Context: an optimization exercise on an open-source flow, tuned for small area, a short achievable clock period and few clock cycles. The choices shown serve that exercise and are no tape-out recipe.
Only simulation tests tie the RTL to the original design; equivalence was not proved.
Power and IR drop assume default switching activity.

Design dcache_controller, start of the top module:
module dcache_controller #(
   parameter int NUM_LINES = 16,
   parameter int LINE_BITS = 256,
   parameter int ADDR_W    = 32
) (
   input  logic                 clk_i,
   input  logic                 rst_i,
   input  logic                 cpu_req_i,
   input  logic                 cpu_we_i,
   input  logic [ADDR_W-1:0]    cpu_addr_i,
   input  logic [31:0]          cpu_data_i,
   output logic [31:0]          cpu_data_o,
   output logic                 cpu_stall_o,
   output logic                 mem_req_o,
   output logic                 mem_we_o,
   output logic [ADDR_W-1:0]    mem_addr_o,
   output logic [LINE_BITS-1:0] mem_data_o,
   input  logic [LINE_BITS-1:0] mem_data_i,
   input  logic                 mem_ack_i
);
export LEC_CHECK = 0
export CAP_MARGIN = 20
export CORE_MARGIN = 2
export CORE_UTILIZATION = 40
export PLACE_DENSITY = 0.75
export SETUP_SLACK_MARGIN = 3.5
export SLEW_MARGIN = 20
export SYNTH_MEMORY_MAX_BITS = 16384
create_clock -name core_clock -period 12.0 [get_ports {clk_i}]
standard.sh (not shown) runs the stock make flow with config.mk's settings and CLKGATE_MAP_FILE= SYNTH_SCRIPT=/design/flow/synth_recipe.tcl, a recipe that flattens the netlist after the stock synthesis.
==> flow/flow/run.sh <==
#!/bin/bash
# The standard layout (standard.sh, standard synthesis unchanged) with two changes:
#  - port buffers are plain buf_2 cells instead of the default delay buffers;
#  - CTS uses larger sink clusters and no dummy loads (clock tree cells only,
#    the same tree for every register).
set -euo pipefail
export BUFFER_PORTS_ARGS="-buffer_cell sky130_fd_sc_hd__buf_2"
export CTS_ARGS="-sink_clustering_enable -repair_clock_nets -dont_use_dummy_load -sink_clustering_size 25 -sink_clustering_max_diameter 60"
bash standard.sh > standard_make.log 2>&1
Testbench counts at the start, summed over its fixed seeds: cycles 53,109.
==> next run, changes <==
PLACE_DENSITY = unset   (was 0.75)
Result: Clock-buffer cell count climbs by 85; power climbs by 5.9%; flip-flop and latch count does not change; area after synthesis does not change; cell area climbs by 1.3%; clock skew drops by 13 ps.
==> next run, changes <==
==> flow/run.sh (new file) <==
#!/bin/bash
# synth_recipe.tcl (not shown) runs the flow's synth.tcl, then flattens the netlist and writes it again
# the make line also repeats each setting of config.mk as NAME=value (left out here)
make -C /OpenROAD-flow-scripts/flow DESIGN_CONFIG=/design/flow/config.mk WORK_HOME=/design/flow/orfs CLKGATE_MAP_FILE= SYNTH_SCRIPT=/design/flow/synth_recipe.tcl finish
SETUP_SLACK_MARGIN = unset   (was 3.5)
removed: flow/flow/run.sh
removed: flow/standard.sh
=> Combinational power stays flat; die area is unchanged; first-iteration DRC count went down by 4.9%; sequential share of layout area went down by 2.1 points; worst hold slack gains 6.8 ps.


Another version of the RTL of dcache_controller (not shown whole).
Size: roughly 11,000 cells after synthesis, ~4,500 flip-flops, about 650 I/O pins.
export LEC_CHECK = 0
export CAP_MARGIN = 20
export CORE_MARGIN = 2
export CORE_UTILIZATION = 40
export SETUP_SLACK_MARGIN = 4
export SLEW_MARGIN = 20
export SYNTH_MEMORY_MAX_BITS = 16384
create_clock -name core_clock -period 12.0 [get_ports {clk_i}]
==> flow/flow/run.sh <==
#!/bin/bash
# The standard layout (standard.sh, standard synthesis unchanged) with two changes:
#  - port buffers are plain buf_2 cells instead of the default delay buffers;
#  - CTS uses larger sink clusters and no dummy loads (clock tree cells only,
#    the same tree for every register).
set -euo pipefail
export BUFFER_PORTS_ARGS="-buffer_cell sky130_fd_sc_hd__buf_2"
export CTS_ARGS="-sink_clustering_enable -repair_clock_nets -dont_use_dummy_load -sink_clustering_size 25 -sink_clustering_max_diameter 60"
bash standard.sh > standard_make.log 2>&1
The baseline completed without violations.
Testbench counts at the start, summed over its fixed seeds: cycles 53,109.
Next try:
==> flow/run.sh (new file) <==
#!/bin/bash
# synth_recipe.tcl (not shown) runs the flow's synth.tcl, then flattens the netlist and writes it again
# the make line also repeats each setting of config.mk as NAME=value (left out here)
make -C /OpenROAD-flow-scripts/flow DESIGN_CONFIG=/design/flow/config.mk WORK_HOME=/design/flow/orfs CLKGATE_MAP_FILE= SYNTH_SCRIPT=/design/flow/synth_recipe.tcl finish
removed: flow/flow/run.sh
removed: flow/standard.sh
Final area rises by 6.0%.
Global-route usage increases by 0.65 points.
Register-to-register slack loses 20 ps.
Wire length rose by 1.2%.
Synthesized area is unchanged.
Next try:
Settings changed: CTS_CLUSTER_DIAMETER set to 60, CTS_CLUSTER_SIZE set to 25.
The new run passed the timing, DRC and antenna checks.
Die area does not change.
Clock power went down by 20%.
Hold slack is better by 6.3 ps.

==> separate check: timing with driven ports <==
No port has a modelled driver above. Below, the same layouts with a new extraction and two added sets of constraints. Step 1: set_driving_cell puts a clkbuf_16 on clk_i and a buf_2 on each other input, an assumption about the parent block. Step 2 times the ports against the registers' clock, not the clock port: input delays grow and output delays shrink by t, the midpoint of the rising clock arrivals with the driver on. Slacks: no drivers / after step 1 / after step 2; pairs: no drivers / after step 1.
run | shift t [ns] | slack for setup (ns) | worst setup path after step 2
the first run of note 1 | 1.067 | 3.211 / 3.044 / 2.666 | input to register
the second run of note 1 | 1.073 | 3.167 / 3.085 / 2.829 | input to register
the third run of note 1 | 1.142 | 0.828 / 0.805 / 0.805 | input to output
the first run of note 2 | 1.110 | 3.329 / 2.992 / 2.992 | input to output
the second run of note 2 | 1.167 | 3.352 / 3.173 / 3.173 | input to output
the third run of note 2 | 1.147 | 3.386 / 3.232 / 3.232 | input to output
After both steps every run listed still meets setup and hold. The setup slack of the first run of note 1, which loses most, moves by -0.167 ns with the drivers and by -0.545 ns with both steps.
